Background: an optimization exercise with open tools, aiming at small area, a short achievable clock period and few clock cycles per item. Do not read the settings as production practice. In this exercise RTL edits were held to simulation tests only and were not proved equivalent to the original. Power is estimated from default activity; no workload was simulated. The flow treats the clock pin as an ideal source, which a real chip does not have.

==> flow/design.v <==
module cobs_sample_framer #(
  parameter int SAMPLES_PER_FRAME = 63
) (
  input  logic        clk,
  input  logic        rst,
  input  logic [31:0] s_tdata,
  input  logic        s_tvalid,
  output logic        s_tready,
  output logic [7:0]  m_tdata,
  output logic        m_tvalid,
  input  logic        m_tready
);
  localparam int FB = 4 * SAMPLES_PER_FRAME;   
  localparam int NS = FB + 2;                  
  localparam int SD = FB;                      
  localparam int SC = FB + 1;                  
  localparam int SW = 8;                       
  localparam int TL = 8;                       
  localparam int TN = 1 << TL;                 
  localparam int K  = 2;                       
  localparam int KA = TN - (TN >> 2) - 1;      
  localparam int KB = TN - (TN >> 1) - 1;      
  localparam int DA = NS - KA;                 
  localparam int DB = NS - KB;                 
  logic [8*NS-1:0] ring;
  logic [SW-1:0]   s_q, s_d;        
  logic [7:0]      in_byte;
  logic [7:0]      wbyte;
  logic            wen;
  logic [SW-1:0]   wb_q, wb_d;      
  logic            ahd_q, ahd_d;    
  logic            wok_q, wok_d;    
  logic            srdy_q, srdy_d;
  logic [6:0]      run_q, run_d;    
  logic [SW-1:0]   rs_q, rs_d;      
  logic [SW-1:0]   dl_q, dl_d;      
  logic            al_q, al_d;      
  logic            ok_q, ok_d;      
  logic [7:0]      ob_q, ob_d;      
  logic [7:0]      fd_q [K];
  logic [7:0]      fd_d [K];
  logic [K-1:0]    fv_q, fv_d;      
  logic            take;            
  logic            pop;
  assign s_tready = srdy_q;
  assign m_tdata  = fd_q[0];
  assign m_tvalid = fv_q[0];
  assign in_byte = s_tdata[{wb_q[1:0], 3'b000} +: 8];
  assign wen     = wok_q && s_tvalid;
  assign wbyte   = (s_q == SW'(SD)) ? 8'h00 : (wen ? in_byte : ring[7:0]);
  assign take    = al_q && ok_q && !fv_q[K-1];
  assign pop     = fv_q[0] && m_tready;
  logic [TN-1:0] leaf;
  always_comb begin
    leaf = '0;
    for (int j = 1; j < SD; j++) leaf[j] = (ring[8*(j+2) +: 8] == 8'h00);
  end
  genvar l, n;
  generate
    for (l = 0; l <= TL - 2; l++) begin : lv
      logic [(TN >> l)-1:0] v;
      logic [(l > 0 ? l : 1)-1:0] ix [TN >> l];
      if (l == 0) begin : g0
        assign v = leaf;
        for (n = 0; n < TN; n++) begin : gn
          assign ix[n] = 1'b0;
        end
      end else begin : gl
        for (n = 0; n < (TN >> l); n++) begin : gn
          assign v[n] = lv[l-1].v[2*n] | lv[l-1].v[2*n+1];
          if (l == 1) begin : g1
            assign ix[n] = !lv[l-1].v[2*n];
          end else begin : g2
            assign ix[n] = lv[l-1].v[2*n] ? {1'b0, lv[l-1].ix[2*n]} : {1'b1, lv[l-1].ix[2*n+1]};
          end
        end
      end
    end
  endgenerate
  logic [3:0]      qv_q;
  logic [TL-3:0]   qi_q [4];
  always_ff @(posedge clk) begin
    qv_q <= lv[TL-2].v;
    for (int i = 0; i < 4; i++) qi_q[i] <= lv[TL-2].ix[i];
  end
  logic [1:0]    hv;
  logic [TL-2:0] hi [2];
  logic          rv;
  logic [TL-1:0] ri;
  always_comb begin
    for (int i = 0; i < 2; i++) begin
      hv[i] = qv_q[2*i] | qv_q[2*i+1];
      hi[i] = qv_q[2*i] ? {1'b0, qi_q[2*i]} : {1'b1, qi_q[2*i+1]};
    end
    rv = hv[0] | hv[1];
    ri = hv[0] ? {1'b0, hi[0]} : {1'b1, hi[1]};
  end
  logic [7:0] by_p, by_a, by_b, cd_p, cd_a, cd_b;
  logic       zf_p, zf_a, zf_b, fn_a, fn_b;
  assign by_p = ring[15:8];
  assign by_a = ring[8*(KA+1) +: 8];
  assign by_b = ring[8*(KB+1) +: 8];
  assign zf_p = (by_p == 8'h00);
  assign zf_a = leaf[KA-1];
  assign zf_b = leaf[KB-1];
  assign cd_p = rv ? 8'(ri) : ((ring[8*(NS-1) +: 8] == 8'h00) ? 8'(SD) : 8'(SC));
  assign cd_a = 8'(qi_q[3]) + 8'd1;
  assign cd_b = 8'(hi[1]) + 8'd1;
  assign fn_a = qv_q[3];
  assign fn_b = hv[1];
  logic [SW-1:0] wb_w [2];          
  logic          ah_w [2];
  logic          wk_w [2];
  logic          sr_w [2];
  logic [2:0]    pt_q, pt_d;        
  always_comb begin
    logic [SW-1:0] rsn, dln, wbn;
    logic          ahn;
    logic [2:0]    ptn;
    logic          is_sc, is_sd, ncode, wr_a, wr_b;
    logic [7:0]    byt, cod;
    logic          zf, fnd, wrt;
    s_d = (s_q == SW'(NS - 1)) ? '0 : s_q + SW'(1);
    run_d = (wen || s_q >= SW'(SD)) ? ((run_q == 7'h7f) ? run_q : run_q + 7'd1) : 7'd0;
    rsn  = (rs_q == SW'(NS - 1)) ? '0 : rs_q + SW'(1);
    dln  = (dl_q == '0) ? SW'(NS - 1) : dl_q - SW'(1);
    ptn  = {dl_q == SW'(KB + 1), dl_q == SW'(KA + 1), dl_q == SW'(1)};
    rs_d = take ? rsn : rs_q;
    dl_d = take ? dl_q : dln;
    pt_d = take ? pt_q : ptn;
    al_d = |pt_d;
    is_sc = take ? (rs_q == SW'(SC - 1)) : (rs_q == SW'(SC));
    is_sd = take ? (rs_q == SW'(SD - 1)) : (rs_q == SW'(SD));
    ahn = ahd_q && !(take && rs_q == SW'(SD));
    for (int w = 0; w < 2; w++) begin
      wbn = wb_q;
      if (w == 1) wbn = (wb_q == SW'(FB - 1)) ? SW'(SD) : wb_q + SW'(1);
      wb_w[w] = wbn;
      ah_w[w] = ahn;
      if (wbn == SW'(SD) && !ahn) begin
        wb_w[w] = '0;
        ah_w[w] = 1'b1;
      end
    end
    wb_d  = wen ? wb_w[1] : wb_w[0];
    ahd_d = wen ? ah_w[1] : ah_w[0];
    wr_a  = ahd_d || (run_d >= 7'(DA));
    wr_b  = ahd_d || (run_d >= 7'(DB));
    if (pt_d[1]) begin
      byt = by_a; zf = zf_a; cod = cd_a; fnd = fn_a; wrt = wr_a;
    end else if (pt_d[2]) begin
      byt = by_b; zf = zf_b; cod = cd_b; fnd = fn_b; wrt = wr_b;
    end else begin
      byt = by_p; zf = zf_p; cod = cd_p; fnd = 1'b1; wrt = ahd_d;
    end
    ncode = is_sc || (zf && !is_sd);
    ob_d  = ncode ? cod : byt;
    ok_d  = wrt && (!ncode || fnd);
    fv_d = fv_q;
    for (int i = 0; i < K; i++) fd_d[i] = fd_q[i];
    if (pop) begin
      for (int i = 0; i < K - 1; i++) fd_d[i] = fd_q[i + 1];
      fv_d = fv_q >> 1;
    end
    if (take) begin
      if (!fv_d[0]) fd_d[0] = ob_q;
      for (int i = 1; i < K; i++)
        if (!fv_d[i] && fv_d[i - 1]) fd_d[i] = ob_q;
      fv_d = {fv_d[K-2:0], 1'b1};
    end
    for (int w = 0; w < 2; w++) begin
      wk_w[w] = (s_d == wb_w[w]) && (wb_w[w] != SW'(SD)) &&
                (!ah_w[w] || (rs_d != SW'(SC) && (wb_w[w] != rs_d || !fv_d[K-1])));
      sr_w[w] = wk_w[w] && (wb_w[w][1:0] == 2'd3);
    end
    wok_d  = wen ? wk_w[1] : wk_w[0];
    srdy_d = wen ? sr_w[1] : sr_w[0];
  end
  always_ff @(posedge clk) begin
    ring <= {wbyte, ring[8*NS-1:8]};
    ob_q <= ob_d;
    for (int i = 0; i < K; i++) fd_q[i] <= fd_d[i];
    if (rst) begin
      s_q    <= '0;
      wb_q   <= '0;
      ahd_q  <= 1'b0;
      wok_q  <= 1'b1;
      srdy_q <= 1'b0;
      run_q  <= 7'd1;
      rs_q   <= SW'(SC);
      dl_q   <= SW'(SC);
      al_q   <= 1'b0;
      pt_q   <= 3'b000;
      ok_q   <= 1'b0;
      fv_q   <= '0;
    end else begin
      s_q    <= s_d;
      wb_q   <= wb_d;
      ahd_q  <= ahd_d;
      wok_q  <= wok_d;
      srdy_q <= srdy_d;
      run_q  <= run_d;
      rs_q   <= rs_d;
      dl_q   <= dl_d;
      al_q   <= al_d;
      pt_q   <= pt_d;
      ok_q   <= ok_d;
      fv_q   <= fv_d;
    end
  end
endmodule
==> flow/flow/run.sh <==
#!/bin/bash
set -euo pipefail
bash standard.sh SETUP_SLACK_MARGIN=5.6 finish > layout.log 2>&1
==> flow/standard.sh <==
#!/bin/bash
# synth_recipe.tcl (not shown) runs the flow's synth.tcl, then flattens the netlist and writes it again
# the make line also repeats each setting of config.mk as NAME=value (left out here)
make -C /OpenROAD-flow-scripts/flow DESIGN_CONFIG=/design/flow/config.mk WORK_HOME=/design/flow/orfs CLKGATE_MAP_FILE= SYNTH_SCRIPT=/design/flow/synth_recipe.tcl "${@:-finish}"
==> flow/config.mk <==
export PLATFORM = sky130hd
export DESIGN_NAME = cobs_sample_framer
export DESIGN_NICKNAME = cobs_sample_framer
export VERILOG_FILES = /design/flow/design.v
export SDC_FILE = /design/flow/constraint.sdc
export NUM_CORES = 4
export LEC_CHECK = 0
export CAP_MARGIN = 20
export CORE_MARGIN = 2
export CORE_UTILIZATION = 60
export CTS_BUF_LIST = sky130_fd_sc_hd__clkbuf_16
export CTS_CLUSTER_DIAMETER = 100
export CTS_CLUSTER_SIZE = 30
export SLEW_MARGIN = 20
==> flow/constraint.sdc <==
create_clock -name core_clock -period 8.0 [get_ports {clk}]
set_input_delay 1.6000 -clock core_clock [delete_from_list [all_inputs] [get_ports {clk}]]
set_output_delay 1.6000 -clock core_clock [all_outputs]
set_load 0.01 [all_outputs]
==> flow_summary.yaml, run 1 <==
global_routing:
  grt_overflow: 0
  antenna_found_initial: 0
  grt_max_degree: 32
  grt_pass1_wl_um: 155000
  grt_pass1_vias: 29400
  grtUsageTotal_pct: 21.0
place:
  io_buffers: 45
  place_congestion: 0.849
  dp.cells: 5141
  dpl_cell_area_um2: 55300
  hpwlAfterDp_um: 65500
  pre_cts_slack_ps: 4260
yosys:
  synthTopCellsByCount: "2125 x dfxtp_1, 413 x nor4_1, 357 x nand2_1, 143 x nor2_1, 111 x or4_1"
  synth_cell_types: 85
  ys_ff_latch: 2133
  ys_seq_area_share_pct: 80.0
  synthCells: 3972
  synth_ff_type: "dfxtp_1"
  synth_top_area_cell: "dfxtp_1"
  synth_edf_count: 8
  yosys_warnings: 16
  synth_area_um2: 53500
  yosysTopAreaCellShare_pct: 79.6
  avgSynthCellArea_um2: 13.5
  synth_most_common_cell: "dfxtp_1"
  synthArstFlopShare_pct: 0
  yosys-top-cells-area: "dfxtp_1 80%, nor4_1 4.8%, nand2_1 2.5%"
  syn_nets: 4021
power_and_ir_drop:
  total_power_mw: 16.3
  powerDensity_nw_per_um2: 272
  leakage_nw: 22.8
  ir_drop_mv: 0.285
timing:
  relSlewSlack_pct: 28.7
  finalSetupTns_ps: 0
  setup_viol: 0
  hold_ws_ps: 330
  clock.fmax_mhz: 360
  min_period_ps: 2780
  final-hold-violation-count: 0
  setup_ws_ps: 5220
  post-route-period-util_pct: 34.8
  max_slew.worst_pin.slew_ps: 1060
  finalMaxSlewViolations: 0
  final.setup_skew_ps: 28.1
  rsz0062_at_grt: "yes"
setup_path:
  arrival_ps: 1180
  start_kind: "register"
  crit_path_end_kind: "primary output"
  crit_type: "register to primary output"
  cpMaxStageDelayCell: "dfxtp_2"
  cp_cell_sequence: "buf_6"
  crit_required_ps: 6400
  worst-path-max-fanout: 1
  max_stage_delay_ps: 390
  critPathTopFamily: "flip-flops"
  critPathBufInv: 1
detailed_routing:
  routed_wl_um: 97600
  via_per_inst: 5.40
  drc: 0
  drt-pass1-iter-count: 5
  wire_per_inst_um: 18.3
  ant_nets: 0
  drt_iter0_markers: 1464
  vias: 28800
cells_and_area:
  fill_cells: 6351
  final_util_pct: 67.7
  num_antenna_cells: 0
  final_nets: 4204
  area_delta_synth_final_pct: 11.8
  drive_gt1_share_pct: 12.3
  finalNonFillerCells: 5329
  fin_area_um2: 59800
clocking:
  clock_sinks: 2133
  cts_buffer_depth: 3
  cts_tree: "built"
  htree_levels: 3
  cts_root_buf: "clkbuf_16"
  numCtsBuffers: 82
  clock_latency_ps: 690
  path_clk_slew_ps: 110
die:
  rows: 109
  initial_core_util_pct: 60.5
  die_x_um: 303
  num_io_pins: 46
  dieArea_um2: 91500
  core-area_um2: 88400
  floorplan.die.height_um: 303
run:
  maxCapViolCount: 0
run_status:
  run_status: "timing/DRC/antenna clean"
worst_hold_path:
  hp-class: "register to register"
## metal layers
layer,wire length [um],share of wire (%),vias to the layer above,global-route usage (%)
met1,47700,49,13800,30.2
met5,0,0,-,0
met2,44400,45,407,33.6
li1,-,-,14400,-
met4,2060,2.1,0,5.20
met3,3500,3.6,130,3.25
## cell families after synthesis
family	Yosys count	synth area share, %
buffers and inverters	90	0.671
DFF	2133	80.0
xor gates and xnor gates	40	0.655
and+or+nand+nor	1280	12.9
muxes	31	0.786
adders and majority gates	13	0.304
AOI/OAI and AO/OA	385	4.66
## path summary, 6_finish.rpt
path | start | end | slack [ps] | depth (start not counted)
max | srdy_q$_SDFF_PP0_ | s_tready | 5220 | 1
min | ring[1257]$_DFF_P_ | ring[1249]$_DFF_P_ | 330 | 0
max reg2reg | rs_q[1]$_SDFF_PP0_ | srdy_q$_SDFF_PP0_ | 5400 | 11
min reg2reg | ring[1257]$_DFF_P_ | ring[1249]$_DFF_P_ | 330 | 0
## layout by cell type (no fill, tap or decap), drive strengths merged, types with 28 or more instances in the layout
| cell type | count |
|---|---|
| o21ai | 107 |
| clkbuf | 88 |
| nand4 | 51 |
| buf | 107 |
| a21oi | 96 |
| nand2 | 358 |
| inv | 41 |
| dfxtp | 2125 |
| nor4 | 415 |
| nand3 | 54 |
| or4 | 111 |
| nor3 | 33 |
| clkdlybuf4s50 | 32 |
| nor2 | 147 |
| a31oi | 28 |
## cell type report
class	instances	area (um^2)	area share (%)
Clock buffer	86	2150	3.60
Clock inverter	7	133	0.222
Tap cell	1165	1460	2.44
Multi-Input combinational cell	1754	11700	19.6
Timing Repair Buffer	144	1320	2.20
Inverter	40	159	0.266
Sequential cell	2133	42900	71.7
## state kept, by name, indices dropped and copies added (netlist names)
signal / flops
ahd_q: 1
al_q: 1
dl_q: 8
fd_q: 16
fv_q: 2
ob_q: 8
ok_q: 1
pt_q: 3
qi_q: 24
qv_q: 4
ring: 2032
rs_q: 8
run_q: 7
s_q: 8
srdy_q: 1
wb_q: 8
wok_q: 1
## repair_timing
item	in CTS	in global routing
gates resized for setup	276	167
pin swaps	55	79
setup buffers	63	25
hold buffers	0	0
gates cloned	5	2
endpoints found under the setup margin	68	46
## power by group
| group | internal [mW] | total (mW) | switching [mW] |
|---|---|---|---|
| Sequential | 10.8 | 10.9 | 0.110 |
| Clock | 1.97 | 4.95 | 2.98 |
| Combinational | 0.186 | 0.414 | 0.229 |
Testbench counts, summed over its fixed seeds: cycles 16,760, samples 4,032.
==> run 2, diff against run 1 <==
==> flow/run.sh (new file) <==
#!/bin/bash
# synth_recipe.tcl (not shown) runs the flow's synth.tcl, then flattens the netlist and writes it again
# the make line also repeats each setting of config.mk as NAME=value (left out here)
make -C /OpenROAD-flow-scripts/flow DESIGN_CONFIG=/design/flow/config.mk WORK_HOME=/design/flow/orfs CLKGATE_MAP_FILE= SYNTH_SCRIPT=/design/flow/synth_recipe.tcl finish
--- a/flow/config.mk
+++ b/flow/config.mk
@@ -11,4 +11,5 @@
 export CTS_BUF_LIST = sky130_fd_sc_hd__clkbuf_16
 export CTS_CLUSTER_DIAMETER = 100
 export CTS_CLUSTER_SIZE = 30
+export SETUP_SLACK_MARGIN = 5.0
 export SLEW_MARGIN = 20
removed: flow/flow/run.sh
removed: flow/standard.sh
==> run 2 against run 1 <==
Effect of this change: combinational power decreased by 14%; power decreased by 1.1%; critical path depth unchanged; largest cell class unchanged; synthesized cell count unchanged; still clean on timing, DRC and antenna; global-route usage decreased by 0.14 points.
==> flow_summary.yaml, run 2 <==
detailed_routing:
  ant_nets: 0
  wire_per_inst_um: 18.3
  routed_wl_um: 95700
  via_per_inst: 5.44
  drc: 0
  vias: 28500
  drt_iter0_markers: 1776
  drt-pass1-iter-count: 6
yosys:
  yosys-top-cells-area: "dfxtp_1 80%, nor4_1 4.8%, nand2_1 2.5%"
  synth_cell_types: 85
  synth_top_area_cell: "dfxtp_1"
  synth_area_um2: 53500
  synth_edf_count: 8
  ys_seq_area_share_pct: 80.0
  yosysTopAreaCellShare_pct: 79.6
  synthCells: 3972
  synthArstFlopShare_pct: 0
  synth_most_common_cell: "dfxtp_1"
  synthTopCellsByCount: "2125 x dfxtp_1, 413 x nor4_1, 357 x nand2_1, 143 x nor2_1, 111 x or4_1"
  syn_nets: 4021
  synth_ff_type: "dfxtp_1"
  ys_ff_latch: 2133
  yosys_warnings: 16
  avgSynthCellArea_um2: 13.5
die:
  core-area_um2: 88400
  floorplan.die.height_um: 303
  die_x_um: 303
  initial_core_util_pct: 60.5
  num_io_pins: 46
  dieArea_um2: 91500
  rows: 109
global_routing:
  grt_pass1_vias: 29000
  grt_pass1_wl_um: 154000
  antenna_found_initial: 3
  grt_overflow: 0
  grt_max_degree: 32
  grtUsageTotal_pct: 20.9
clocking:
  cts_hold_buf: 0
  numCtsBuffers: 81
  clock_latency_ps: 670
  cts_buffer_depth: 3
  cts_tree: "built"
  cts_root_buf: "clkbuf_16"
  path_clk_slew_ps: 110
  htree_levels: 3
  clock_sinks: 2133
cells_and_area:
  final_nets: 4112
  final_cell_mix: "2116 x dfxtp_1, 411 x nor4_1, 354 x nand2_1"
  regMostFlops: "ring"
  drive_gt1_share_pct: 4.40
  reg_top3: "ring x2032, qi_q x24, fd_q x16"
  largest_register_ffs: 2032
  fill_cells: 6488
  area_delta_synth_final_pct: 7.68
  final_common_cell: "dfxtp_1"
  finalNonFillerCells: 5237
timing:
  clock.fmax_mhz: 340
  final.setup_skew_ps: 32.5
  min_period_ps: 2940
  final-hold-violation-count: 0
  post-route-period-util_pct: 36.7
  rsz0062_at_grt: "no"
  finalMaxSlewViolations: 0
  relSlewSlack_pct: 32.0
  finalSetupTns_ps: 0
  setup_ws_ps: 5060
  max_slew.worst_pin.slew_ps: 1010
  setup_viol: 0
place:
  io_buffers: 45
  dp.cells: 5137
  hpwlAfterDp_um: 67800
  pre_cts_slack_ps: 4230
  place_congestion: 0.860
setup_path:
  crit_required_ps: 6400
  crit_type: "register to primary output"
  cp_cell_sequence: "clkdlybuf4s15_1"
  worst-path-max-fanout: 2
  cpMaxStageDelayCell: "dfxtp_1"
  start_kind: "register"
  critPathTopFamily: "flip-flops"
  arrival_ps: 1340
  crit_path_end_kind: "primary output"
  critPathBufInv: 1
  max_stage_delay_ps: 370
power_and_ir_drop:
  leakage_nw: 22.0
  powerDensity_nw_per_um2: 280
  ir_drop_mv: 0.262
run:
  maxCapViolCount: 0
run_status:
  run_status: "timing/DRC/antenna clean"
worst_hold_path:
  hp-class: "register to register"
[run 2: power by group]
group / internal [mW] / switching [mW] / leakage, nW
sequential: 10.8 / 0.106 / 17.3
clock: 1.92 / 2.92 / 1.07
combinational: 0.150 / 0.204 / 3.66
total: 12.9 / 3.23 / 22.0
[run 2: per-layer routing]
| layer | vias to the layer above | share of wire [%] | track usage, % |
|---|---|---|---|
| met5 | - | 0 | 0 |
| met4 | 0 | 2.3 | 5.56 |
| met3 | 129 | 3.0 | 2.47 |
| met2 | 395 | 46 | 34.4 |
| met1 | 13700 | 48 | 29.4 |
| li1 | 14200 | - | - |
[run 2: kinds of logic after synthesis]
family / count (synthesis) / share of synthesized area, %
buffers and inverters: 90 / 0.671
adder cells (fa/ha/maj): 13 / 0.304
AO/OA/AOI/OAI: 385 / 4.66
multiplexers: 31 / 0.786
XOR/XNOR: 40 / 0.655
AND/OR/NAND/NOR: 1280 / 12.9
flip-flops: 2133 / 80.0
[run 2: cell type report]
type | count | area [um^2] | area share [%]
diodes | 2 | 5.00 | 0.00869
clock buffers | 83 | 2080 | 3.61
flip-flops and latches | 2133 | 42800 | 74.3
well taps | 1165 | 1460 | 2.53
clock inverters | 7 | 90.1 | 0.156
repair buffers | 57 | 526 | 0.913
inverters | 40 | 150 | 0.261
multi-input cells | 1750 | 10500 | 18.2
[run 2: what timing repair did]
action | 4_1_cts | 5_1_grt
pin swaps | 1 | 2
endpoints found under the setup margin | 21 | 15
gates resized for setup | 31 | 37
gates cloned | 1 | 0
setup buffers | 0 | 7
[run 2: stage by stage]
| step | hold slack [ps] | utilization (%) | power [mW] | cell area (um^2) |
|---|---|---|---|---|
| CTS | 328 | 65.0 | 16.2 | 57400 |
| detailed placement | 312 | 62.5 | 11.5 | 55200 |
| global route | 335 | 65.2 | 16.7 | 57600 |
| finish | 330 | 65.2 | 16.1 | 57600 |
| global placement | 315 | 62.5 | 11.5 | 55200 |
| floorplan | 310 | - | 11.3 | 53500 |
[run 2: path summary, 6_finish.rpt]
kind | startpoint | endpoint | slack, ps | cells past startpoint
max reg2reg | ring[445]$_DFF_P_ | qi_q[0][2]$_DFF_P_ | 5070 | 8
min reg2reg | ring[930]$_DFF_P_ | ring[922]$_DFF_P_ | 330 | 0
min | ring[930]$_DFF_P_ | ring[922]$_DFF_P_ | 330 | 0
max | fd_q[0][7]$_DFF_P_ | m_tdata[7] | 5060 | 1
==> run 3, diff against run 2 <==
==> flow/flow/run.sh (new file) <==
#!/bin/bash
set -euo pipefail
bash standard.sh SETUP_SLACK_MARGIN=5.3 finish > layout.log 2>&1
==> flow/standard.sh (new file) <==
#!/bin/bash
# synth_recipe.tcl (not shown) runs the flow's synth.tcl, then flattens the netlist and writes it again
# the make line also repeats each setting of config.mk as NAME=value (left out here)
make -C /OpenROAD-flow-scripts/flow DESIGN_CONFIG=/design/flow/config.mk WORK_HOME=/design/flow/orfs CLKGATE_MAP_FILE= SYNTH_SCRIPT=/design/flow/synth_recipe.tcl "${@:-finish}"
--- a/flow/config.mk
+++ b/flow/config.mk
@@ -11,5 +11,4 @@
 export CTS_BUF_LIST = sky130_fd_sc_hd__clkbuf_16
 export CTS_CLUSTER_DIAMETER = 100
 export CTS_CLUSTER_SIZE = 30
-export SETUP_SLACK_MARGIN = 5.0
 export SLEW_MARGIN = 20
removed: flow/run.sh
==> run 3 against run 2 <==
Effect of this change: power about the same; via count increased by 0.20%; critical path type unchanged; maximum frequency increased by 6.5%; synthesized cell count unchanged; combinational power increased by 5.6%; worst setup slack improved by 180 ps; critical endpoint is now s_tready; clock skew decreased by 4.3 ps; die area unchanged; first-iteration DRC count decreased by 2.1%; register-to-register slack improved by 270 ps.
==> flow_summary.yaml, run 3 <==
run_status:
  run_status: "timing/DRC/antenna clean"
detailed_routing:
  ant_nets: 0
  wire_per_inst_um: 18.5
  via_per_inst: 5.43
  routed_wl_um: 97300
  drt-pass1-iter-count: 7
  vias: 28600
  drc: 0
  drt_iter0_markers: 1739
global_routing:
  grt_overflow: 0
  antenna_found_initial: 5
  grt_pass1_vias: 29300
  grt_pass1_wl_um: 155000
  grtUsageTotal_pct: 21.0
  grt_max_degree: 32
clocking:
  clock_sinks: 2133
  cts_buffer_depth: 3
  path_clk_slew_ps: 110
  htree_levels: 3
  cts_root_buf: "clkbuf_16"
  cts_hold_buf: 0
  clock_latency_ps: 680
  cts_tree: "built"
  numCtsBuffers: 81
cells_and_area:
  reg_top3: "ring x2032, qi_q x24, fd_q x16"
  final_common_cell: "dfxtp_1"
  multi_input_area_um2: 10800
  num_antenna_cells: 0
  final_cell_mix: "2101 x dfxtp_1, 408 x nor4_1, 353 x nand2_1"
  fill_cells: 6419
  regArea_um2: 42800
  drive_gt1_share_pct: 6.61
  regMostFlops: "ring"
  largest_register_ffs: 2032
  area_delta_synth_final_pct: 8.81
  final_nets: 4139
power_and_ir_drop:
  leakage_nw: 22.2
  combPwrFrac_pct: 2.3
  p_int_mw: 12.9
  swShare_pct: 20.2
  powerDensity_nw_per_um2: 277
  seq_power_share_pct: 67.8
  clockPowerShare_pct: 29.9
  total_power_mw: 16.1
  ir_drop_mv: 0.283
  switching_power_mw: 3.24
setup_path:
  crit_type: "register to primary output"
  crit_required_ps: 6400
  start_kind: "register"
  reg2reg_from: "fv_q[1]$_SDFF_PP0_"
  ff2ff_path_depth: 8
  cp_cell_sequence: "buf_6"
  critPathTopFamily: "flip-flops"
  critPathBufInv: 1
  arrival_ps: 1160
  cpMaxStageDelayCell: "dfxtp_4"
  reg2reg_slack_ps: 5340
  r2r_end: "wok_q$_SDFF_PP1_"
  max_stage_delay_ps: 380
  crit_path_end_kind: "primary output"
  worst-path-max-fanout: 1
yosys:
  synth_cell_types: 85
  synth_area_um2: 53500
  synth_top_area_cell: "dfxtp_1"
  syn_nets: 4021
  synth_ff_type: "dfxtp_1"
  synthCells: 3972
  synthArstFlopShare_pct: 0
  synth_edf_count: 8
  synth_most_common_cell: "dfxtp_1"
  ys_ff_latch: 2133
  yosys-top-cells-area: "dfxtp_1 80%, nor4_1 4.8%, nand2_1 2.5%"
  synthTopCellsByCount: "2125 x dfxtp_1, 413 x nor4_1, 357 x nand2_1, 143 x nor2_1, 111 x or4_1"
  ys_seq_area_share_pct: 80.0
  yosysTopAreaCellShare_pct: 79.6
  yosys_warnings: 16
  avgSynthCellArea_um2: 13.5
place:
  hpwlAfterDp_um: 68100
  io_buffers: 45
  place_congestion: 0.844
die:
  die_x_um: 303
  dieArea_um2: 91500
  initial_core_util_pct: 60.5
  core-area_um2: 88400
  rows: 109
  floorplan.die.height_um: 303
  num_io_pins: 46
worst_hold_path:
  holdPathEnd: "ring[15]$_DFF_P_"
  hold_path_depth: 0
  min_from: "ring[23]$_DFF_P_"
  hp-class: "register to register"
timing:
  min_period_ps: 2760
  post-route-period-util_pct: 34.5
  final-hold-violation-count: 0
  relSlewSlack_pct: 45.0
  finalMaxSlewViolations: 0
  finalSetupTns_ps: 0
  setup_viol: 0
  rsz0062_at_grt: "yes"
  max_slew.worst_pin.slew_ps: 824
  final.setup_skew_ps: 28.2
  clock.fmax_mhz: 363
run:
  maxCapViolCount: 0
==> run 3: cell types whose count changed in the layout (fill, tap and decap cells not counted), moves of 5 or more <==
| cell | change |
|---|---|
| a21oi_1 | -5 |
| buf_4 | +20 |
| buf_6 | +12 |
| dfxtp_1 | -15 |
| dfxtp_2 | +12 |
| ha_1 | -5 |
| nor2_1 | -5 |
| o21ai_0 | -6 |
| o21ai_1 | +6 |
==> run 3: cell type report <==
| cell class | count | share of cell area, % |
|---|---|---|
| flip-flops and latches | 2133 | 73.6 |
| multi-input cells | 1752 | 18.5 |
| clock buffers | 82 | 3.53 |
| well taps | 1165 | 2.51 |
| repair buffers | 82 | 1.35 |
| inverters | 40 | 0.264 |
| clock inverters | 10 | 0.213 |
==> run 3: cell families (layout without fill, tap and decap cells) <==
kind of cell / Yosys count / after routing / share of synthesized area [%]
adder cells (fa/ha/maj): 13 / 13 / 0.304
multiplexers: 31 / 31 / 0.786
AND/OR/NAND/NOR: 1280 / 1282 / 12.9
XOR/XNOR: 40 / 40 / 0.655
AO/OA/AOI/OAI: 385 / 386 / 4.66
flip-flops: 2133 / 2133 / 80.0
buffers and inverters: 90 / 214 / 0.671
==> run 3: power groups by stage <==
stage | logic (mW) | clock network (mW) | registers (mW)
2_1_floorplan | 0.237 | 0 | 11.1
3_3_place_gp | 0.349 | 0 | 11.1
3_5_place_dp | 0.356 | 0 | 11.2
4_1_cts | 0.363 | 4.93 | 10.9
5_1_grt | 0.412 | 5.30 | 10.9
6_report | 0.374 | 4.81 | 10.9
==> run 3: stage by stage <==
stage                     hold slack [ps]  utilization, %  std cells  area (um^2)  worst slack [ps]
after CTS                             321            65.4       5244        57800              5190
after global placement                312            62.5       5140        55300              4290
after detailed placement              312            62.5       5140        55300              4260
final                                 327            65.8       5264        58200              5240
after floorplan                       310               -       3972        53500              5330
after global routing                  334            65.8       5264        58200              5190
==> run 3: routing by layer <==
metal	global-route usage (%)	part of all wire, %	vias up
met2	34.3	46	375
met3	3.19	3.9	132
li1	-	-	14300
met4	5.01	1.7	10
met1	29.6	48	13700
met5	0	0.071	-
==> run 3: worst max path at each step <==
stage	depth (start not counted)	start	end	slack, ps
floorplan	8	m_tready	wok_q$_SDFF_PP1_	5330
global placement	7	s_tvalid	ok_q$_SDFF_PP0_	4290
detailed placement	7	s_tvalid	ok_q$_SDFF_PP0_	4260
CTS	1	srdy_q$_SDFF_PP0_	s_tready	5190
global route	1	srdy_q$_SDFF_PP0_	s_tready	5190
finish	1	srdy_q$_SDFF_PP0_	s_tready	5240
==> run 3: repair_timing <==
item,4_1_cts,5_1_grt
endpoints found under the hold margin,0,0
setup buffers,10,19
cloned,2,1
resized for setup,132,62
setup endpoints to repair,30,30
pin swaps,6,17
==> run 4, diff against run 3 <==
--- a/flow/config.mk
+++ b/flow/config.mk
@@ -7,7 +7,7 @@
 export LEC_CHECK = 0
 export CAP_MARGIN = 20
 export CORE_MARGIN = 2
-export CORE_UTILIZATION = 60
+export CORE_UTILIZATION = 70
 export CTS_BUF_LIST = sky130_fd_sc_hd__clkbuf_16
 export CTS_CLUSTER_DIAMETER = 100
 export CTS_CLUSTER_SIZE = 30
==> run 4 against run 3 <==
Effect of this change: area after synthesis is the same; sequential power is essentially flat; routed wire length grew 1.5%; synthesized cell count is the same; design area shrank 0.54%; combinational power shrank 1%; register-to-register slack lost 30 ps; via count grew 1.5%; core utilization grew 10 points; sequential share of layout area grew 0.42 points; die area shrank 14%; global-route usage grew 4.1 points; largest cell class unchanged; highest routed layer is now met4.
==> flow_summary.yaml, run 4 <==
place:
  hpwlAfterDp_um: 66300
  place_congestion: 0.837
  io_buffers: 45
global_routing:
  grt_max_degree: 32
  grt_pass1_wl_um: 159000
  grt_overflow: 0
  antenna_found_initial: 0
  grtUsageTotal_pct: 25.0
  grt_pass1_vias: 30400
timing:
  rsz0062_at_grt: "yes"
  finalMaxSlewViolations: 0
  finalSetupTns_ps: 0
  final-hold-violation-count: 0
  clock.fmax_mhz: 363
  relSlewSlack_pct: 28.9
  setup_viol: 0
  post-route-period-util_pct: 34.4
  final.setup_skew_ps: 30.3
  max_slew.worst_pin.slew_ps: 1060
  min_period_ps: 2750
yosys:
  ys_ff_latch: 2133
  synth_most_common_cell: "dfxtp_1"
  syn_nets: 4021
  synthTopCellsByCount: "2125 x dfxtp_1, 413 x nor4_1, 357 x nand2_1, 143 x nor2_1, 111 x or4_1"
  ys_seq_area_share_pct: 80.0
  synth_top_area_cell: "dfxtp_1"
  yosys_warnings: 16
  synthCells: 3972
  yosysTopAreaCellShare_pct: 79.6
  yosys-top-cells-area: "dfxtp_1 80%, nor4_1 4.8%, nand2_1 2.5%"
  synth_ff_type: "dfxtp_1"
  synth_cell_types: 85
  avgSynthCellArea_um2: 13.5
  synthArstFlopShare_pct: 0
  synth_area_um2: 53500
  synth_edf_count: 8
die:
  dieArea_um2: 78600
  num_io_pins: 46
  die_x_um: 280
  core-area_um2: 75800
  floorplan.die.height_um: 280
  initial_core_util_pct: 70.5
  rows: 101
power_and_ir_drop:
  total_power_mw: 16.1
  leakage_nw: 22.2
  ir_drop_mv: 0.260
  powerDensity_nw_per_um2: 279
detailed_routing:
  ant_nets: 0
  via_per_inst: 5.71
  wire_per_inst_um: 19.4
  drt_iter0_markers: 1645
  routed_wl_um: 98700
  drc: 0
  vias: 29000
  drt-pass1-iter-count: 5
cells_and_area:
  num_antenna_cells: 0
  largest_register_ffs: 2032
  final_cell_mix: "2098 x dfxtp_1, 410 x nor4_1, 353 x nand2_1"
  fill_cells: 4590
  final_util_pct: 76.3
  area_delta_synth_final_pct: 8.22
  reg_top3: "ring x2032, qi_q x24, fd_q x16"
  regMostFlops: "ring"
  drive_gt1_share_pct: 6.39
  final_common_cell: "dfxtp_1"
  final_nets: 4139
worst_hold_path:
  hp-class: "register to register"
setup_path:
  cp_cell_sequence: "buf_6"
  cp_num_cells: 1
  crit_path_end_kind: "primary output"
  cpMaxStageDelayCell: "dfxtp_4"
  critPathBufInv: 1
  worst-path-max-fanout: 1
  ff2ff_path_depth: 10
  arrival_ps: 1150
  crit_type: "register to primary output"
  critPathTopFamily: "flip-flops"
  reg2reg_from: "rs_q[1]$_SDFF_PP0_"
  start_kind: "register"
  crit_required_ps: 6400
  endpoint: "s_tready"
  startpoint: "srdy_q$_SDFF_PP0_"
  r2r_end: "wok_q$_SDFF_PP1_"
  reg2reg_slack_ps: 5310
  max_stage_delay_ps: 380
clocking:
  numCtsBuffers: 81
  clock_sinks: 2133
  cts_hold_buf: 0
  cts_buffer_depth: 3
  path_clk_slew_ps: 110
  cts_root_buf: "clkbuf_16"
  clock_latency_ps: 680
  cts_tree: "built"
  htree_levels: 3
run:
  maxCapViolCount: 0
run_status:
  run_status: "timing/DRC/antenna clean"
[run 4: cell types whose count changed in the layout (fill, tap and decap cells not counted), moves of 3 or more]
cell / previous run / this run
a221oi_1: 3 / 6
nand3_2: 5 / 2
nor2_1: 136 / 141
nor2_2: 5 / 0
dfxtp_1: 2101 / 2098
nor4_2: 6 / 3
a221oi_2: 4 / 0
nand3_1: 49 / 52
buf_4: 31 / 34
[run 4: final cells by class]
type,count,area [um^2],area share [%]
Clock inverter,9,115,0.199
Timing Repair Buffer,83,762,1.32
Multi-Input combinational cell,1751,10700,18.5
Sequential cell,2133,42800,74.0
Tap cell,978,1220,2.11
Clock buffer,82,2050,3.55
Inverter,40,154,0.266
[run 4: worst min path at each step]
| stage | startpoint | endpoint | slack (ps) | cells past startpoint |
|---|---|---|---|---|
| after CTS | ring[1930]$_DFF_P_ | ring[1922]$_DFF_P_ | 330 | 0 |
| after global placement | ring[18]$_DFF_P_ | ring[10]$_DFF_P_ | 310 | 0 |
| after floorplan | ring[18]$_DFF_P_ | ring[10]$_DFF_P_ | 310 | 0 |
| final | ring[1930]$_DFF_P_ | ring[1922]$_DFF_P_ | 340 | 0 |
| after detailed placement | ring[22]$_DFF_P_ | ring[14]$_DFF_P_ | 310 | 0 |
| after global routing | ring[1930]$_DFF_P_ | ring[1922]$_DFF_P_ | 340 | 0 |
[run 4: what timing repair did]
action	CTS	global route
resized for setup	130	43
gates cloned	2	0
setup endpoints to repair	43	32
setup buffers	21	13
endpoints found under the hold margin	0	0
pin swaps	9	5
[run 4: layer usage]
metal | up-vias | wire [um] | global-route usage [%]
li1 | 14300 | - | -
met1 | 14100 | 46300 | 34.3
met2 | 501 | 47500 | 42.9
met3 | 140 | 3020 | 2.86
met4 | 0 | 1850 | 6.18
met5 | - | 0 | 0
[run 4: logic make-up after synthesis]
logic type | synth area share (%)
buffers and inverters | 0.671
adders and majority gates | 0.304
muxes | 0.786
AOI/OAI and AO/OA | 4.66
DFF | 80.0
xor gates and xnor gates | 0.655
and+or+nand+nor | 12.9
[run 4: worst register-to-register path, stage by stage, from the launching register on]
cell       delay, ps
dfxtp_2          370
inv_2             80
ha_2             170
nand4b_1         200
o31a_4           440
o22ai_4          230
o2bb2ai_1        100
a221o_1          300
a2111oi_4        390
o31ai_2          160
o211ai_1         180
[run 4: per-stage QoR]
stage                     setup WS [ps]  instance area, um^2  std cells  hold slack [ps]
after floorplan                    5330                53500       3972              310
after global placement             4210                55000       4949              314
after detailed placement           4160                55000       4949              312
after CTS                          5210                57600       5063              329
after global routing               5190                57900       5076              337
final                              5250                57900       5076              336
[run 4: power breakdown]
part / total (mW) / switching [mW] / internal [mW]
sequential: 10.9 / 0.113 / 10.8
clock: 4.84 / 2.96 / 1.88
combinational: 0.369 / 0.210 / 0.159
==> run 5, diff against run 4 <==
==> flow/flow/run.sh (replaced) <==
#!/bin/bash
set -euo pipefail
bash standard.sh SETUP_SLACK_MARGIN=5.3 \
  "CTS_ARGS=-sink_clustering_enable -repair_clock_nets -sink_clustering_size 30 -sink_clustering_max_diameter 100 -buf_list sky130_fd_sc_hd__clkbuf_16 -dont_use_dummy_load" \
  finish > layout.log 2>&1
--- a/flow/config.mk
+++ b/flow/config.mk
@@ -7,7 +7,7 @@
 export LEC_CHECK = 0
 export CAP_MARGIN = 20
 export CORE_MARGIN = 2
-export CORE_UTILIZATION = 70
+export CORE_UTILIZATION = 60
 export CTS_BUF_LIST = sky130_fd_sc_hd__clkbuf_16
 export CTS_CLUSTER_DIAMETER = 100
 export CTS_CLUSTER_SIZE = 30
==> run 5 against run 4 <==
Effect of this change: still clean; die area grew 16%; clock power decreased by 3%; global-route usage fell by 4.1 points; worst setup slack improved by 25 ps; sequential share of layout area down 0.15 points; power down 0.98%; synthesized cell count unchanged; critical path type unchanged.
==> flow_summary.yaml, run 5 <==
clocking:
  cts_hold_buf: 0
  cts_root_buf: "clkbuf_16"
  numCtsBuffers: 81
  clock_latency_ps: 670
  htree_levels: 3
  cts_buffer_depth: 3
  cts_tree: "built"
  clock_sinks: 2133
  path_clk_slew_ps: 110
timing:
  post-route-period-util_pct: 34.1
  clock.fmax_mhz: 366
  final-hold-violation-count: 0
  rsz0062_at_grt: "yes"
  min_period_ps: 2730
  finalMaxSlewViolations: 0
  final.setup_skew_ps: 66.7
  finalSetupTns_ps: 0
  setup_viol: 0
  max_slew.worst_pin.slew_ps: 820
  relSlewSlack_pct: 45.3
setup_path:
  max_stage_delay_ps: 360
  critPathTopFamily: "flip-flops"
  crit_type: "register to primary output"
  critPathBufInv: 1
  cpMaxStageDelayCell: "dfxtp_2"
  crit_required_ps: 6400
  cp_cell_sequence: "buf_6"
  worst-path-max-fanout: 2
  crit_path_end_kind: "primary output"
  arrival_ps: 1130
  start_kind: "register"
yosys:
  synthTopCellsByCount: "2125 x dfxtp_1, 413 x nor4_1, 357 x nand2_1, 143 x nor2_1, 111 x or4_1"
  avgSynthCellArea_um2: 13.5
  ys_ff_latch: 2133
  synth_cell_types: 85
  synth_area_um2: 53500
  synthCells: 3972
  synth_most_common_cell: "dfxtp_1"
  syn_nets: 4021
  ys_seq_area_share_pct: 80.0
  synthArstFlopShare_pct: 0
  yosysTopAreaCellShare_pct: 79.6
  synth_ff_type: "dfxtp_1"
  yosys_warnings: 16
  synth_edf_count: 8
  synth_top_area_cell: "dfxtp_1"
  yosys-top-cells-area: "dfxtp_1 80%, nor4_1 4.8%, nand2_1 2.5%"
power_and_ir_drop:
  switching_power_mw: 3.18
  p_int_mw: 12.8
  combPwrFrac_pct: 2.3
  ir_drop_mv: 0.285
  clockPowerShare_pct: 29.3
  swShare_pct: 19.9
  seq_power_share_pct: 68.3
  powerDensity_nw_per_um2: 276
  leakage_nw: 22.1
detailed_routing:
  drt_iter0_markers: 1570
  drt-pass1-iter-count: 5
  drc: 0
  via_per_inst: 5.42
  wire_per_inst_um: 18.5
  vias: 28500
  routed_wl_um: 97300
  ant_nets: 0
global_routing:
  grt_overflow: 0
  antenna_found_initial: 5
  grt_max_degree: 31
  grtUsageTotal_pct: 21.0
  grt_pass1_vias: 29400
  grt_pass1_wl_um: 155000
run:
  maxCapViolCount: 0
cells_and_area:
  final_cell_mix: "2101 x dfxtp_1, 408 x nor4_1, 354 x nand2_1"
  regArea_um2: 42800
  reg_top3: "ring x2032, qi_q x24, fd_q x16"
  fin_area_um2: 58000
  largest_register_ffs: 2032
  fill_cells: 6421
  multi_input_area_um2: 10700
  drive_gt1_share_pct: 6.16
  final_nets: 4142
  area_delta_synth_final_pct: 8.41
  regMostFlops: "ring"
  final_common_cell: "dfxtp_1"
die:
  die_x_um: 303
  core-area_um2: 88400
  dieArea_um2: 91500
  floorplan.die.height_um: 303
  initial_core_util_pct: 60.5
  num_io_pins: 46
  rows: 109
place:
  place_congestion: 0.844
  io_buffers: 45
  dpl_cell_area_um2: 55300
  hpwlAfterDp_um: 68100
run_status:
  run_status: "timing/DRC/antenna clean"
worst_hold_path:
  hp-class: "register to register"
==> run 5: cell counts after synthesis <==
No cell type changed its count.
==> run 5: kinds of logic (layout without fill, tap and decap cells) <==
| family | Yosys count | after routing | share of synthesized area (%) |
|---|---|---|---|
| AO/OA/AOI/OAI | 385 | 386 | 4.66 |
| XOR/XNOR | 40 | 40 | 0.655 |
| adder cells (fa/ha/maj) | 13 | 13 | 0.304 |
| buffers and inverters | 90 | 205 | 0.671 |
| flip-flops | 2133 | 2133 | 80.0 |
| multiplexers | 31 | 31 | 0.786 |
| other | 0 | 1 | 0 |
| AND/OR/NAND/NOR | 1280 | 1283 | 12.9 |
==> run 5: per-layer routing <==
metal	share of wire (%)	global-route usage (%)	vias to the layer above
met5	0.067	0	-
met4	1.8	5.14	10
met3	3.7	3.11	135
met2	46	34.4	377
met1	49	29.5	13700
li1	-	-	14300
==> run 5: path summary, 6_finish.rpt <==
check | from | depth (start not counted) | end | slack [ps]
max | fd_q[0][5]$_DFF_P_ | 1 | m_tdata[5] | 5270
min | ring[1679]$_DFF_P_ | 0 | ring[1671]$_DFF_P_ | 320
max reg2reg | rs_q[1]$_SDFF_PP0_ | 10 | wok_q$_SDFF_PP1_ | 5330
min reg2reg | ring[1679]$_DFF_P_ | 0 | ring[1671]$_DFF_P_ | 320
==> run 5: area by class of cell <==
cell class,count,area share [%]
diodes,1,0.00432
clock buffers,81,3.50
inverters,40,0.265
multi-input cells,1753,18.5
flip-flops and latches,2133,73.9
well taps,1165,2.51
repair buffers,84,1.36
==> run 5: timing repair <==
action	in CTS	in global routing
buffers inserted	15	16
setup endpoints to repair	34	31
resized for setup	138	36
cloned	2	2
pin swaps	6	11
==> run 5: worst reg2reg max path, stage by stage, from the launching register on <==
cell,delay (ps)
dfxtp_2,350
inv_2,80
ha_2,180
nand4b_1,240
o31a_4,420
o22ai_4,220
o2bb2ai_1,90
a221o_1,300
a2111oi_4,400
o31ai_2,140
o211ai_1,170
==> run 5: power groups by stage <==
stage / logic (mW) / clock network, mW / registers, mW
floorplan: 0.237 / 0 / 11.1
global placement: 0.349 / 0 / 11.1
detailed placement: 0.356 / 0 / 11.2
CTS: 0.364 / 4.80 / 10.9
global route: 0.409 / 5.17 / 10.9
finish: 0.372 / 4.69 / 10.9
==> run 5: through the flow <==
step                      std cells  setup WS (ps)  hold slack (ps)  util (%)  total power [mW]
final                          5257           5270              317      65.6              16.0
after global routing           5256           5190              319      65.6              16.5
after CTS                      5238           5200              315      65.3              16.1
after detailed placement       5140           4260              312      62.5              11.5
after global placement         5140           4290              312      62.5              11.5
after floorplan                3972           5330              310         -              11.3

[re-timing with driven ports]
The flow's constraints put no driver on any port. The routed layouts listed below were extracted and timed again, unchanged, in two steps.
Step 1, drivers: a clkbuf_16 drives clk and a buf_2 each remaining input, both assumed.
Step 2 adds t to the input delays and takes it off the output delays; t is the mean of the earliest and latest rising clock arrival at the registers after step 1. Input paths then give back, and output paths get back, about the clock's delay inside the block.
Three values: ideal ports, drivers, drivers and shift; two values: the first two.
| run | shift t [ns] | setup slack, ns | worst hold slack (ns) |
|---|---|---|---|
| run 1 | 0.740 | 5.219 / 5.158 / 4.904 | 0.330 / 0.330 / 0.330 |
| run 2 | 0.724 | 5.062 / 4.997 / 4.506 | 0.330 / 0.330 / 0.330 |
| run 3 | 0.728 | 5.242 / 5.180 / 4.666 | 0.327 / 0.327 / 0.327 |
| run 4 | 0.727 | 5.246 / 5.179 / 4.687 | 0.336 / 0.336 / 0.336 |
| run 5 | 0.701 | 5.271 / 5.209 / 4.631 | 0.317 / 0.317 / 0.317 |
After both steps setup and hold are still met in every run listed. The setup slack of run 5, which loses most, moves by -0.062 ns with the drivers and by -0.640 ns with both steps.
